From an optimization exercise on the open Yosys and OpenROAD flow, aimed at small area, a short achievable clock period and few clock cycles; shortcuts taken in it are not production practice.
In this exercise RTL edits were held to simulation tests only and were not proved equivalent to the original.
No activity file was given, so power comes from the tool's default toggle rates.

**design/flow/run.sh**
```bash
#!/bin/bash
# synth_recipe.tcl (not shown) runs the flow's synth.tcl, then flattens the netlist and writes it again
# the make line also repeats each setting of config.mk as NAME=value (left out here)
make -C /OpenROAD-flow-scripts/flow DESIGN_CONFIG=/design/flow/config.mk WORK_HOME=/design/flow/orfs CLKGATE_MAP_FILE= SYNTH_SCRIPT=/design/flow/synth_recipe.tcl finish
```
**design/flow/config.mk**
```make
export PLATFORM = sky130hd
export DESIGN_NAME = user_data_path
export DESIGN_NICKNAME = user_data_path
export VERILOG_FILES = /design/flow/design.v
export SDC_FILE = /design/flow/constraint.sdc
export NUM_CORES = 4
export LEC_CHECK = 0
export CAP_MARGIN = 20
export CORE_MARGIN = 2
export CORE_UTILIZATION = 40
export PLACE_DENSITY = 0.6
export SLEW_MARGIN = 20
```
**design/flow/constraint.sdc**
```tcl
create_clock -name core_clock -period 5.5 [get_ports {clk}]
set_input_delay 1.1000 -clock core_clock [delete_from_list [all_inputs] [get_ports {clk}]]
set_output_delay 1.1000 -clock core_clock [all_outputs]
set_load 0.01 [all_outputs]
```
**design/flow/design.v**
```verilog
package pkt_pkg;
   typedef enum logic [8-1:0] {
      CTRL_PAYLOAD = {8{1'b0}},
      CTRL_HDR     = {8{1'b1}}
   } pkt_ctrl_e;
   typedef struct packed {
      logic [64-33:0] unused;
      logic [15:0]                 src_port;
      logic [15:0]                 dst_ports;
   } pkt_hdr_t;
endpackage
package reg_pkg;
   typedef enum logic [3:0] {
      BLK_NONE = 4'd0,
      BLK_ARB  = 4'd1,
      BLK_LUT  = 4'd2,
      BLK_OQ   = 4'd3
   } reg_block_e;
   typedef enum logic {
      REG_WRITE = 1'b0,
      REG_READ  = 1'b1
   } reg_op_e;
   localparam logic [3:0] REG_PKT_COUNT = 4'd0;
   localparam logic [3:0] REG_LUT_MODE  = 4'd1;
   function automatic logic [3:0] reg_block(input logic [8-1:0] addr);
      reg_block = addr[8-1 -: 4];
   endfunction
   function automatic logic [3:0] reg_offset(input logic [8-1:0] addr);
      reg_offset = addr[3:0];
   endfunction
endpackage
module hdr_counter (
   input  logic                                          clk,
   input  logic                                          reset,
   input  logic [4-1:0]                     take,
   input  logic [4*8-1:0]     in_ctrl,
   output logic [32-1:0]                pkt_count
);
   logic [4-1:0] hdr_take;
   always_ff @(posedge clk)
   begin
      if (reset)
      begin
         hdr_take  <= '0;
         pkt_count <= '0;
      end
      else
      begin
         for (int p = 0; p < 4; p++)
            hdr_take[p] <= take[p] && in_ctrl[p*8 +: 8] == pkt_pkg::CTRL_HDR;
         pkt_count <= pkt_count + 32'(hdr_take[0]) + 32'(hdr_take[1])
                                 + 32'(hdr_take[2]) + 32'(hdr_take[3]);
      end
   end
endmodule
module out_stage #(
   parameter int Q  = 0,
   parameter int FW = 64 + 8
) (
   input  logic                       clk,
   input  logic                       reset,
   input  logic                       loopback,
   input  logic [FW-1:0]              same_head,
   input  logic                       same_empty,
   input  logic [FW-1:0]              pair_head,
   input  logic                       pair_empty,
   output logic                       load,
   output logic [64-1:0] out_data,
   output logic [8-1:0] out_ctrl,
   output logic                       out_wr,
   input  logic                       out_rdy
);
   logic [FW-1:0]     head;
   logic              empty;
   pkt_pkg::pkt_hdr_t hdr;
   logic              hold;
   assign head  = loopback ? same_head : pair_head;
   assign empty = loopback ? same_empty : pair_empty;
   assign load  = !empty && (!out_wr || out_rdy);
   assign hold  = out_wr && !out_rdy;
   always_comb
   begin
      hdr = head[64-1:0];
      if (head[FW-1 -: 8] == pkt_pkg::CTRL_HDR)
      begin
         hdr.src_port  = loopback ? 16'(Q) : 16'(Q ^ 1);
         hdr.dst_ports = 16'd1 << Q;
      end
   end
   always_ff @(posedge clk)
   begin
      if (reset)
         out_wr <= 1'b0;
      else
         out_wr <= load || hold;
   end
   always_ff @(posedge clk)
   begin
      if (!hold)
      begin
         out_data <= hdr;
         out_ctrl <= head[FW-1 -: 8];
      end
   end
endmodule
module pkt_queue #(
   parameter int DEPTH = 16 - 1,
   parameter int FW    = 64 + 8
) (
   input  logic          clk,
   input  logic          reset,
   input  logic [FW-1:0] in_word,
   input  logic          push,
   input  logic          pop,
   output logic          full,
   output logic          empty,
   output logic [FW-1:0] head
);
   localparam int AW = $clog2(DEPTH);
   logic [FW-1:0]    mem [DEPTH];
   logic [AW-1:0]    wr_ptr;
   logic [AW-1:0]    rd_ptr;
   logic [AW:0]      count;
   logic [DEPTH-1:0] wsel;
   always_comb
   begin
      for (int k = 0; k < DEPTH; k++)
         wsel[k] = !full && wr_ptr == AW'(k);
   end
   for (genvar k = 0; k < DEPTH; k++)
   begin : g_slot
      always_ff @(posedge clk)
      begin
         if (wsel[k])
            mem[k] <= in_word;
      end
   end
   assign head = mem[rd_ptr];
   always_ff @(posedge clk)
   begin
      if (reset)
      begin
         wr_ptr <= '0;
         rd_ptr <= '0;
         count  <= '0;
         full   <= 1'b0;
         empty  <= 1'b1;
      end
      else
      begin
         if (push)
            wr_ptr <= wr_ptr == AW'(DEPTH - 1) ? '0 : wr_ptr + 1'b1;
         if (pop)
            rd_ptr <= rd_ptr == AW'(DEPTH - 1) ? '0 : rd_ptr + 1'b1;
         count <= count + (AW + 1)'(push) - (AW + 1)'(pop);
         full  <= count + (AW + 1)'(push) - (AW + 1)'(pop) == (AW + 1)'(DEPTH);
         empty <= count + (AW + 1)'(push) - (AW + 1)'(pop) == '0;
      end
   end
endmodule
module udp_reg_master (
   input  logic                           clk,
   input  logic                           reset,
   input  logic                           reg_req,
   input  logic                           reg_rd_wr_l,
   input  logic [8-1:0] reg_addr,
   input  logic [32-1:0] reg_wr_data,
   output logic                           reg_ack,
   output logic [32-1:0] reg_rd_data,
   input  logic [32-1:0] pkt_count,
   output logic                           loopback
);
   logic [3:0] blk;
   logic [3:0] off;
   logic       is_cnt;
   logic       is_mode;
   logic       rd;
   assign blk     = reg_pkg::reg_block(reg_addr);
   assign off     = reg_pkg::reg_offset(reg_addr);
   assign is_cnt  = off == reg_pkg::REG_PKT_COUNT &&
                    (blk == reg_pkg::BLK_ARB || blk == reg_pkg::BLK_LUT || blk == reg_pkg::BLK_OQ);
   assign is_mode = off == reg_pkg::REG_LUT_MODE && blk == reg_pkg::BLK_LUT;
   assign rd      = reg_rd_wr_l == reg_pkg::REG_READ;
   always_ff @(posedge clk)
   begin
      if (reset)
      begin
         reg_ack  <= 1'b0;
         loopback <= 1'b0;
      end
      else
      begin
         reg_ack <= reg_req;
         if (reg_req && !rd && is_mode)
            loopback <= reg_wr_data[0];
      end
   end
   always_ff @(posedge clk)
   begin
      if (reg_req)
      begin
         if (!is_cnt && !is_mode)
            reg_rd_data <= 32'hffff_ffff;
         else if (!rd)
            reg_rd_data <= reg_wr_data;
         else if (is_mode)
            reg_rd_data <= 32'(loopback);
         else
            reg_rd_data <= pkt_count;
      end
   end
endmodule
module user_data_path (
   input  logic                                          clk,
   input  logic                                          reset,
   input  logic [4*64-1:0]     in_data,
   input  logic [4*8-1:0]     in_ctrl,
   input  logic [4-1:0]                     in_wr,
   output logic [4-1:0]                     in_rdy,
   output logic [4*64-1:0]     out_data,
   output logic [4*8-1:0]     out_ctrl,
   output logic [4-1:0]                     out_wr,
   input  logic [4-1:0]                     out_rdy,
   input  logic                                          reg_req,
   input  logic                                          reg_rd_wr_l,
   input  logic [8-1:0]                reg_addr,
   input  logic [32-1:0]                reg_wr_data,
   output logic                                          reg_ack,
   output logic [32-1:0]                reg_rd_data
);
   localparam int NP = 4;
   localparam int DW = 64;
   localparam int CW = 8;
   localparam int FW = DW + CW;
   logic                           loopback;
   logic [32-1:0] pkt_count;
   logic [NP-1:0]                  take;
   logic [NP-1:0]                  q_full;
   logic [NP-1:0]                  q_empty;
   logic [NP-1:0]                  q_pop;
   logic [NP-1:0][FW-1:0]          q_head;
   logic [NP-1:0]                  o_load;
   for (genvar p = 0; p < NP; p++)
   begin : g_in
      assign in_rdy[p] = !q_full[p];
      assign take[p]   = in_wr[p] && !q_full[p];
      assign q_pop[p]  = loopback ? o_load[p] : o_load[p ^ 1];
      pkt_queue i_queue (
         .clk     (clk),
         .reset   (reset),
         .in_word ({in_ctrl[p*CW +: CW], in_data[p*DW +: DW]}),
         .push    (take[p]),
         .pop     (q_pop[p]),
         .full    (q_full[p]),
         .empty   (q_empty[p]),
         .head    (q_head[p])
      );
   end
   for (genvar q = 0; q < NP; q++)
   begin : g_out
      out_stage #(.Q(q)) i_out (
         .clk        (clk),
         .reset      (reset),
         .loopback   (loopback),
         .same_head  (q_head[q]),
         .same_empty (q_empty[q]),
         .pair_head  (q_head[q ^ 1]),
         .pair_empty (q_empty[q ^ 1]),
         .load       (o_load[q]),
         .out_data   (out_data[q*DW +: DW]),
         .out_ctrl   (out_ctrl[q*CW +: CW]),
         .out_wr     (out_wr[q]),
         .out_rdy    (out_rdy[q])
      );
   end
   hdr_counter i_hdr_counter (
      .clk       (clk),
      .reset     (reset),
      .take      (take),
      .in_ctrl   (in_ctrl),
      .pkt_count (pkt_count)
   );
   udp_reg_master i_udp_reg_master (
      .clk         (clk),
      .reset       (reset),
      .reg_req     (reg_req),
      .reg_rd_wr_l (reg_rd_wr_l),
      .reg_addr    (reg_addr),
      .reg_wr_data (reg_wr_data),
      .reg_ack     (reg_ack),
      .reg_rd_data (reg_rd_data),
      .pkt_count   (pkt_count),
      .loopback    (loopback)
   );
endmodule
```
==> flow_summary.toml, run 1 <==
[clock_network]
cts_setup_buffers = 0
clk_path_buf_depth = 4
cts_tree = "done"
cts_max_level = 5
cts_sinks = 4742
ctsHoldBuffers = 0
cts_resized = 0
clockRootBuffer = "clkbuf_16"
clk_latency_ns = 1.01
cts.clk_slew.worst_paths_ns = 0.06
cts_made_buffers = 461

[grt]
grt-ovfl-total = 0
grt_max_degree = 76
grt_pass1_wl_mm = 802
first_global_vias = 100367
antenna_found_initial = 153
track_usage = 0.256

[yosys]
synth_edf_count = 4640
synth_cell_type_count = 93
ys_ff_latch = 4742
ys_warn_count = 8
synthesis.area_um2 = 174000
synth_seq_area_share = 0.811
netlist_instances = 9916
synthFlopType = "edfxtp_1"
yosysTopAreaCell = "edfxtp_1"
synth_fp_nets = 10284
synth_top_area_frac = 0.799
async_flop_share = 0
avgSynthCellArea_um2 = 17.6
yosys-top-cells-area = "edfxtp_1, a22oi_1, a222oi_1"

[worst_setup_path]
critPathTopFamily = "compound AO/OA/AOI/OAI gates"
cp_slowest_cell = "dfxtp_2"
critPathMaxStageDelay_ns = 0.96
criticalPathCategory = "reg2reg"
cp_num_buf_inv = 1
critPathMostFrequentCell = "nor2_1"
cp_max_fo = 47
cp_cell_sequence = "nor2_1 -> a2bb2oi_4 -> nor2_1 -> a31oi_1 -> nand4bb_1 -> mux2_2 -> a21oi_4 -> buf_12 -> nor2_1"
cp-end-kind = "register"
crit_arrival_ns = 5.08
cp-start-kind = "register"
required_ns = 6.22

[die]
dieArea_um2 = 441000
die_height_um = 664
start_util = 0.402
coreArea_um2 = 434000
io_pins = 669
fp-row-count = 242
die_w_um = 664

[sta]
slew_headroom = 0.201
period_minus_slack_ns = 4.36
report.final.slew_viol_count = 0
hold_viol = 0
max_freq_mhz = 229
setup_viol = 0
fin_hold_ws_ns = 0.505
period_share = 0.792
worst_pin_slew_ns = 1.19
rsz0062_at_grt = "no"
fin_worst_skew_ns = 0.0636

[placed_design]
place_congestion = 0.883
dp_cells = 16038
dp_hpwl_mm = 330
portBuffers = 668

[power]
power_density_nw_per_um2 = 439
peakVddDrop_v = 0.000328
leakage_nw = 64.1

[layout]
drive_gt1_frac = 0.112
nets = 11136
utilization = 0.473
layout.cells.non_filler = 16961
synthToLayoutAreaGrowth_pct = 17.8

[worst_hold_path]
min_path_type = "reg2reg"

[routing]
via_count = 104509
wl_mm = 585
drc = 0
wl_per_cell_um = 34.5
ant_nets = 0
viasPerCell = 6.16
dr.first_iter.drc_count = 16117
firstDrtPassIters = 9

[flow_run]
maxCapViolations = 0

[run_status]
status = "timing/DRC/antenna clean"
[where the power goes]
group,switching [mW],internal (mW),total [mW]
logic,9.76,5.04,14.8
registers,1.89,42.4,44.3
clock network,13.6,17.4,31.0
total,25.2,64.9,90.1
[cells by family after synthesis]
family	share of synthesized area
buffers and inverters	0.0165
AOI/OAI and AO/OA	0.105
xor gates and xnor gates	0.00201
DFF	0.811
muxes	0.0179
and+or+nand+nor	0.0459
adders and majority gates	0.00231
[Yosys cell counts, types with 119 or more instances]
library cell  instances
edfxtp_1           4640
o22ai_1             253
a22oi_1            1317
clkbuf_1            372
a222oi_1            236
buf_2               130
a21oi_1             342
nor2_1              491
nand2_1             242
nand4_1             304
o21ai_0             119
nand3_1             260
mux2i_1             185
[state kept, by name, summed over array words and instances, names as in the netlist]
register and cells:
g_in.i_queue.rd_ptr 16, g_in.i_queue.wr_ptr 16, g_in.i_queue.empty 4, g_in.i_queue.count 20
g_out.i_out.out_data 256, g_in.i_queue.full 4, g_in.i_queue.mem 4320, i_udp_reg_master.reg_ack 1
i_udp_reg_master.reg_rd_data 32, g_out.i_out.out_ctrl 32, i_udp_reg_master.loopback 1, i_hdr_counter.hdr_take 4
i_hdr_counter.pkt_count 32, g_out.i_out.out_wr 4
[final timing paths]
kind | slack [ns] | startpoint | depth (start not counted) | end
min reg2reg | 0.51 | i_hdr_counter.pkt_count[13]$_SDFF_PP0_ | 2 | i_hdr_counter.pkt_count[13]$_SDFF_PP0_
min | 0.51 | i_hdr_counter.pkt_count[13]$_SDFF_PP0_ | 2 | i_hdr_counter.pkt_count[13]$_SDFF_PP0_
max | 1.14 | g_in[1].i_queue.rd_ptr[2]$_SDFFE_PP0P_ | 9 | g_out[1].i_out.out_data[6]$_SDFFCE_PN0P_
max reg2reg | 1.14 | g_in[1].i_queue.rd_ptr[2]$_SDFFE_PP0P_ | 9 | g_out[1].i_out.out_data[6]$_SDFFCE_PN0P_
[tightest hold or removal path, stage by stage (launching register included)]
cell	delay, ns
dfxtp_1	0.33
o21ai_0	0.07
a21oi_1	0.06
[area by class of cell]
| cell class | instances | area [µm²] |
|---|---|---|
| timing repair buffer | 1010 | 10500 |
| inverter | 78 | 303 |
| fill | 36128 | 229000 |
| multi-input combinational | 4475 | 31200 |
| clock buffer | 576 | 12100 |
| sequential | 4742 | 141000 |
| tap | 5734 | 7170 |
| antenna | 63 | 158 |
| clock inverter | 283 | 2640 |
[through the flow]
step	setup TNS, ns	instance area [µm²]	power (mW)	worst slack, ns
2_1_floorplan	-277.76	174000	49.9	-0.643
3_3_place_gp	0	190000	59.5	0.950
3_5_place_dp	0	191000	59.6	1.02
4_1_cts	0	205000	90.3	1.08
5_1_grt	0	205000	92.4	0.949
6_report	0	205000	90.1	1.14
[routing by layer]
metal,GRT usage,routed length [µm],share of wire
met1,0.330,212000,0.36
met2,0.418,281000,0.48
met3,0.0524,61700,0.11
met4,0.116,29500,0.050
met5,0,478,0.00082
[cells in the final DEF, fill, tap and decap left out, types with 15 or more instances in the layout]
master,count
edfxtp_1,4640
a22oi_1,1317
clkdlybuf4s50_1,665
clkbuf_16,466
nor2_1,418
a21oi_1,342
nand4_1,304
nand3_1,260
o22ai_1,248
nand2_1,242
buf_4,242
a222oi_1,236
mux2i_1,185
clkinv_1,121
o21ai_0,116
clkbuf_1,108
mux2_2,104
buf_12,97
dfxtp_1,95
clkinv_2,76
nor2_4,75
inv_1,74
diode_2,63
nor2b_1,52
nand2b_1,39
bufinv_16,39
xor2_1,28
a31oi_1,26
a22o_1,26
nor3_1,26
and3_1,24
a221oi_1,23
ha_1,21
nand3b_1,19
a32oi_1,17
nor3_4,15
and4_1,15
clkinvlp_4,15
Testbench counts, summed over its fixed seeds: cycles 3,165.
==> run 2, diff against run 1 <==
--- a/design/flow/design.v
+++ b/design/flow/design.v
@@ -72,6 +72,8 @@
 );
-   logic [FW-1:0]     head;
-   logic              empty;
-   pkt_pkg::pkt_hdr_t hdr;
-   logic              hold;
+   logic [FW-1:0]              head;
+   logic                       empty;
+   logic                       hold;
+   logic [64-1:0] word;
+   logic                       is_hdr;
+   pkt_pkg::pkt_hdr_t          hdr;
    assign head  = loopback ? same_head : pair_head;
@@ -80,11 +82,2 @@
    assign hold  = out_wr && !out_rdy;
-   always_comb
-   begin
-      hdr = head[64-1:0];
-      if (head[FW-1 -: 8] == pkt_pkg::CTRL_HDR)
-      begin
-         hdr.src_port  = loopback ? 16'(Q) : 16'(Q ^ 1);
-         hdr.dst_ports = 16'd1 << Q;
-      end
-   end
    always_ff @(posedge clk)
@@ -100,6 +93,17 @@
       begin
-         out_data <= hdr;
+         word     <= head[64-1:0];
          out_ctrl <= head[FW-1 -: 8];
+         is_hdr   <= head[FW-1 -: 8] == pkt_pkg::CTRL_HDR;
+      end
+   end
+   always_comb
+   begin
+      hdr = word;
+      if (is_hdr)
+      begin
+         hdr.src_port  = loopback ? 16'(Q) : 16'(Q ^ 1);
+         hdr.dst_ports = 16'd1 << Q;
       end
    end
+   assign out_data = hdr;
 endmodule
@@ -112,5 +116,5 @@
    input  logic [FW-1:0] in_word,
-   input  logic          push,
+   input  logic          in_wr,
+   output logic          in_rdy,
    input  logic          pop,
-   output logic          full,
    output logic          empty,
@@ -118,22 +122,41 @@
 );
-   localparam int AW = $clog2(DEPTH);
-   logic [FW-1:0]    mem [DEPTH];
-   logic [AW-1:0]    wr_ptr;
-   logic [AW-1:0]    rd_ptr;
-   logic [AW:0]      count;
-   logic [DEPTH-1:0] wsel;
+   localparam int AW = $clog2(DEPTH + 1);
+   logic [FW-1:0]    ring [DEPTH];
+   logic [DEPTH-1:0] hsel;       
+   logic [AW-1:0]    ts;         
+   logic [AW-1:0]    count;
+   logic             push;
+   logic             ts_last;
+   logic             cnt_one;
+   logic             cnt_last;
+   logic             cnt_full;
+   logic             empty_n;
+   logic             full_n;
+   logic             ts0_n;
+   assign push = in_wr && in_rdy;
+   always_ff @(posedge clk)
+   begin
+      ring[0] <= push ? in_word : ring[DEPTH-1];
+      for (int k = 1; k < DEPTH; k++)
+         ring[k] <= ring[k-1];
+   end
    always_comb
    begin
+      head = '0;
       for (int k = 0; k < DEPTH; k++)
-         wsel[k] = !full && wr_ptr == AW'(k);
+         head = head | (ring[k] & {FW{hsel[k]}});
    end
-   for (genvar k = 0; k < DEPTH; k++)
-   begin : g_slot
-      always_ff @(posedge clk)
-      begin
-         if (wsel[k])
-            mem[k] <= in_word;
-      end
+   assign ts_last  = ts == AW'(DEPTH - 1);
+   assign cnt_one  = count == AW'(1);
+   assign cnt_last = count == AW'(DEPTH - 1);
+   assign cnt_full = count == AW'(DEPTH);
+   always_comb
+   begin
+      case ({push, pop})
+         2'b10:   begin empty_n = 1'b0;    full_n = cnt_last; ts0_n = 1'b1;    end
+         2'b01:   begin empty_n = cnt_one; full_n = 1'b0;     ts0_n = ts_last; end
+         2'b11:   begin empty_n = 1'b0;    full_n = cnt_full; ts0_n = 1'b1;    end
+         default: begin empty_n = empty;   full_n = cnt_full; ts0_n = ts_last; end
+      endcase
    end
-   assign head = mem[rd_ptr];
    always_ff @(posedge clk)
@@ -142,7 +165,7 @@
       begin
-         wr_ptr <= '0;
-         rd_ptr <= '0;
+         hsel   <= DEPTH'(1);
+         ts     <= '0;
          count  <= '0;
-         full   <= 1'b0;
          empty  <= 1'b1;
+         in_rdy <= 1'b1;
       end
@@ -151,8 +174,15 @@
          if (push)
-            wr_ptr <= wr_ptr == AW'(DEPTH - 1) ? '0 : wr_ptr + 1'b1;
-         if (pop)
-            rd_ptr <= rd_ptr == AW'(DEPTH - 1) ? '0 : rd_ptr + 1'b1;
-         count <= count + (AW + 1)'(push) - (AW + 1)'(pop);
-         full  <= count + (AW + 1)'(push) - (AW + 1)'(pop) == (AW + 1)'(DEPTH);
-         empty <= count + (AW + 1)'(push) - (AW + 1)'(pop) == '0;
+            ts <= '0;
+         else
+            ts <= ts_last ? '0 : ts + 1'b1;
+         if (push && !pop)
+            count <= count + 1'b1;
+         else if (pop && !push)
+            count <= count - 1'b1;
+         empty  <= empty_n;
+         in_rdy <= empty_n || (ts0_n && !full_n);
+         if (empty)
+            hsel <= DEPTH'(1);
+         else if (!pop)
+            hsel <= {hsel[DEPTH-2:0], hsel[DEPTH-1]};
       end
@@ -199,13 +229,10 @@
    begin
-      if (reg_req)
-      begin
-         if (!is_cnt && !is_mode)
-            reg_rd_data <= 32'hffff_ffff;
-         else if (!rd)
-            reg_rd_data <= reg_wr_data;
-         else if (is_mode)
-            reg_rd_data <= 32'(loopback);
-         else
-            reg_rd_data <= pkt_count;
-      end
+      if (!is_cnt && !is_mode)
+         reg_rd_data <= 32'hffff_ffff;
+      else if (!rd)
+         reg_rd_data <= reg_wr_data;
+      else if (is_mode)
+         reg_rd_data <= 32'(loopback);
+      else
+         reg_rd_data <= pkt_count;
    end
@@ -237,3 +264,2 @@
    logic [NP-1:0]                  take;
-   logic [NP-1:0]                  q_full;
    logic [NP-1:0]                  q_empty;
@@ -244,4 +270,3 @@
    begin : g_in
-      assign in_rdy[p] = !q_full[p];
-      assign take[p]   = in_wr[p] && !q_full[p];
+      assign take[p]   = in_wr[p] && in_rdy[p];
       assign q_pop[p]  = loopback ? o_load[p] : o_load[p ^ 1];
@@ -251,5 +276,5 @@
          .in_word ({in_ctrl[p*CW +: CW], in_data[p*DW +: DW]}),
-         .push    (take[p]),
+         .in_wr   (in_wr[p]),
+         .in_rdy  (in_rdy[p]),
          .pop     (q_pop[p]),
-         .full    (q_full[p]),
          .empty   (q_empty[p]),
--- a/design/flow/config.mk
+++ b/design/flow/config.mk
@@ -7,2 +7,3 @@
 export LEC_CHECK = 0
+export ABC_CLOCK_PERIOD_IN_PS = 2000
 export CAP_MARGIN = 20
@@ -11,2 +12,3 @@
 export PLACE_DENSITY = 0.6
+export SETUP_SLACK_MARGIN = 3.4
 export SLEW_MARGIN = 20
==> flow_summary.toml, run 2 <==
[routing]
viasPerCell = 5.76
firstDrtPassIters = 12
wl_mm = 472
dr.first_iter.drc_count = 10391
wl_per_cell_um = 30.6
drc = 0
via_count = 88720
ant_nets = 0

[power]
power_frac_seq = 0.540
p_int_mw = 60.4
peakVddDrop_v = 0.000327
switchingPower_mw = 19.3
power_density_nw_per_um2 = 483
p_sw_frac = 0.242
clkPwrFrac = 0.392
totalPowerFinal_mw = 79.7
leakage_nw = 63.9
p_comb_frac = 0.068

[worst_setup_path]
critPathTopFamily = "buffers and inverters"
critPathMostFrequentCell = "buf_6"
crit_arrival_ns = 2.40
cp_max_fo = 5
cp_cell_sequence = "buf_6 -> buf_12 -> buf_16 -> mux2_4 -> buf_6"
cp_num_buf_inv = 4
required_ns = 4.40
r2r-start = "i_hdr_counter.hdr_take[0]$_SDFF_PP0_"
critPathMaxStageDelay_ns = 0.42
criticalPathCategory = "reg2out"
cp-start-kind = "register"
cp_slowest_cell = "edfxtp_1"
setup.worst_path.start = "g_out[2].i_out.is_hdr$_DFFE_PN_"
cp-end-kind = "output pin"

[die]
die_w_um = 581
fp-row-count = 211
io_pins = 669
start_util = 0.402
dieArea_um2 = 337000
coreArea_um2 = 331000
die_height_um = 581

[grt]
grt_pass1_wl_mm = 657
grt_max_degree = 83
grt-ovfl-total = 0
track_usage = 0.266
first_global_vias = 90664
antenna_found_initial = 77

[clock_network]
clk_latency_ns = 1.00
clk_path_buf_depth = 4
ctsHoldBuffers = 0
cts_max_level = 5
cts_sinks = 4786
cts_made_buffers = 441
cts.clk_slew.worst_paths_ns = 0.07
clockRootBuffer = "clkbuf_16"
cts_tree = "done"

[layout]
nFillCells = 27798
largest_reg_flops = 4320
multi_input_comb_area_um2 = 33000
reg.largest.list = "g_in.i_queue.ring (4320), g_out.i_out.word (256), g_in.i_queue.hsel (60)"
synthToLayoutAreaGrowth_pct = 24.3
layout.cells.non_filler = 15394
nets = 11008
utilization = 0.500
top_register = "g_in.i_queue.ring"
final_cell_mix = "dfxtp_1, a22oi_1, clkbuf_16"
final_common_cell = "dfxtp_1"
seq_area_um2 = 99000
final_area_um2 = 165000
drive_gt1_frac = 0.200

[sta]
setup_viol = 0
period_minus_slack_ns = 3.50
slew_headroom = 0.400
worst_pin_slew_ns = 0.900
period_share = 0.637
report.final.slew_viol_count = 0
fin_hold_ws_ns = 0.261
hold_viol = 0
rsz0062_at_grt = "yes"
setup_tns_ns = 0
fin_worst_skew_ns = 0.0966
fin_ws_ns = 2.00
max_freq_mhz = 285

[yosys]
synth_cell_type_count = 47
async_flop_share = 0
synth_seq_area_share = 0.743
synthTopCellsByCount = "dfxtp_1, a22oi_1, clkbuf_1"
ys_ff_latch = 4786
yosysTopAreaCell = "dfxtp_1"
yosys-top-cells-area = "dfxtp_1, a22oi_1, edfxtp_1"
synth_edf_count = 292
synthesis.area_um2 = 133000
netlist_instances = 9884
synth_top_area_frac = 0.677
synth_most_common_cell = "dfxtp_1"
synth_fp_nets = 10268
avgSynthCellArea_um2 = 13.5
synthFlopType = "dfxtp_1"
ys_warn_count = 8

[flow_run]
maxCapViolations = 0

[placed_design]
dp_slack_ns = 1.68
dp_hpwl_mm = 257
place_congestion = 0.851
portBuffers = 668
dp_cells = 14260
place_area_um2 = 143000

[worst_hold_path]
min_path_type = "reg2reg"
hold_start = "g_in[3].i_queue.ring[1][12]$_DFF_P_"

[run_status]
status = "timing/DRC/antenna clean"
==> run 2: cell count changes after synthesis, sizes merged, moves of 201 or more <==
cell,previous run,this run
dfxtp,102,4494
nand2,242,41
a22oi,1317,1582
edfxtp,4640,292
o22ai,253,0
nor2,493,242
nor3,53,278
==> run 2: per-layer routing <==
layer	track usage	wire length, µm	vias up	part of all wire
li1	-	-	38342	-
met1	0.331	182000	44322	0.39
met2	0.421	210000	4814	0.44
met3	0.0638	46900	1170	0.099
met4	0.157	32300	72	0.068
met5	0	502	-	0.0011
==> run 2: kinds of logic (layout without fill, tap and decap cells) <==
kind of cell,after synthesis,count (layout),synth area share
AO/OA/AOI/OAI,2344,2344,0.134
AND/OR/NAND/NOR,1517,1518,0.0608
other,0,23,0
buffers and inverters,799,1919,0.0265
XOR/XNOR,37,37,0.00244
flip-flops,4786,4786,0.743
adder cells (fa/ha/maj),44,44,0.00431
multiplexers,357,357,0.0297
==> run 2: repair_timing <==
action,4_1_cts,5_1_grt
setup endpoints to repair,1052,723
hold endpoints to repair,0,0
cloned,22,5
resized for setup,2081,319
pin swaps,50,27
buffers inserted,183,77
==> run 2: worst paths after layout <==
kind | endpoint | slack, ns | depth (start not counted)
hold reg to reg | g_in[3].i_queue.ring[2][12]$_DFF_P_ | 0.26 | 0
hold / removal | g_in[3].i_queue.ring[2][12]$_DFF_P_ | 0.26 | 0
setup / recovery | out_data[144] | 2.00 | 5
setup reg to reg | i_hdr_counter.pkt_count[30]$_SDFF_PP0_ | 2.71 | 12
==> run 2: power groups by stage <==
| stage | logic [mW] | registers [mW] | clock network, mW |
|---|---|---|---|
| 2_1_floorplan | 2.61 | 42.4 | 0 |
| 3_3_place_gp | 4.71 | 43.5 | 0 |
| 3_5_place_dp | 4.75 | 43.6 | 0 |
| 4_1_cts | 5.08 | 43.0 | 31.5 |
| 5_1_grt | 5.68 | 43.5 | 32.9 |
| 6_report | 5.44 | 43.0 | 31.3 |
==> run 2: cell type report <==
cell class,count,area share
timing repair inverter,3,0.000250
inverter,37,0.00121
clock inverter,172,0.0122
tap,4366,0.0331
antenna,23,0.000348
multi-input combinational,4300,0.200
sequential,4786,0.599
clock buffer,652,0.0786
timing repair buffer,1055,0.0753
==> run 2: worst register-to-register path, stage by stage, from the launching register on <==
cell and delay (ns):
dfxtp_2 0.32, fa_1 0.55, fa_2 0.24, buf_6 0.11, inv_4 0.03, fa_2 0.38, nor2b_4 0.14, nand4bb_1 0.17
buf_12 0.19, buf_4 0.14, nor4_4 0.14, xnor2_1 0.16, nor2_1 0.05
Testbench counts of run 2, summed over its fixed seeds: cycles 3,160.

separate check: timing with driven ports:
The flow's constraints put no driver on any port. The routed layouts listed below were extracted and timed again, unchanged, in two steps. Step 1, drivers: a clkbuf_16 drives clk and a buf_2 each remaining input, both assumed. Step 2 moves the port delays by t, midway between the first and last clock arrival at a register: inputs arrive t later, outputs are due t later. That takes back most of the time a late clock gives input paths. Slacks: ideal / step 1 / step 2; pairs: ideal / step 1.
run | t (ns) | setup WS [ns] | pins driven straight from the clock port
run 1 | 1.095 | 1.142 / 1.142 / 0.941 | 1
run 2 | 1.061 | 1.996 / 1.886 / 2.105 | 1
After both steps setup and hold are still met in every run listed. The setup slack of run 1, which loses most, moves by 0.000 ns with the drivers and by -0.201 ns with both steps.
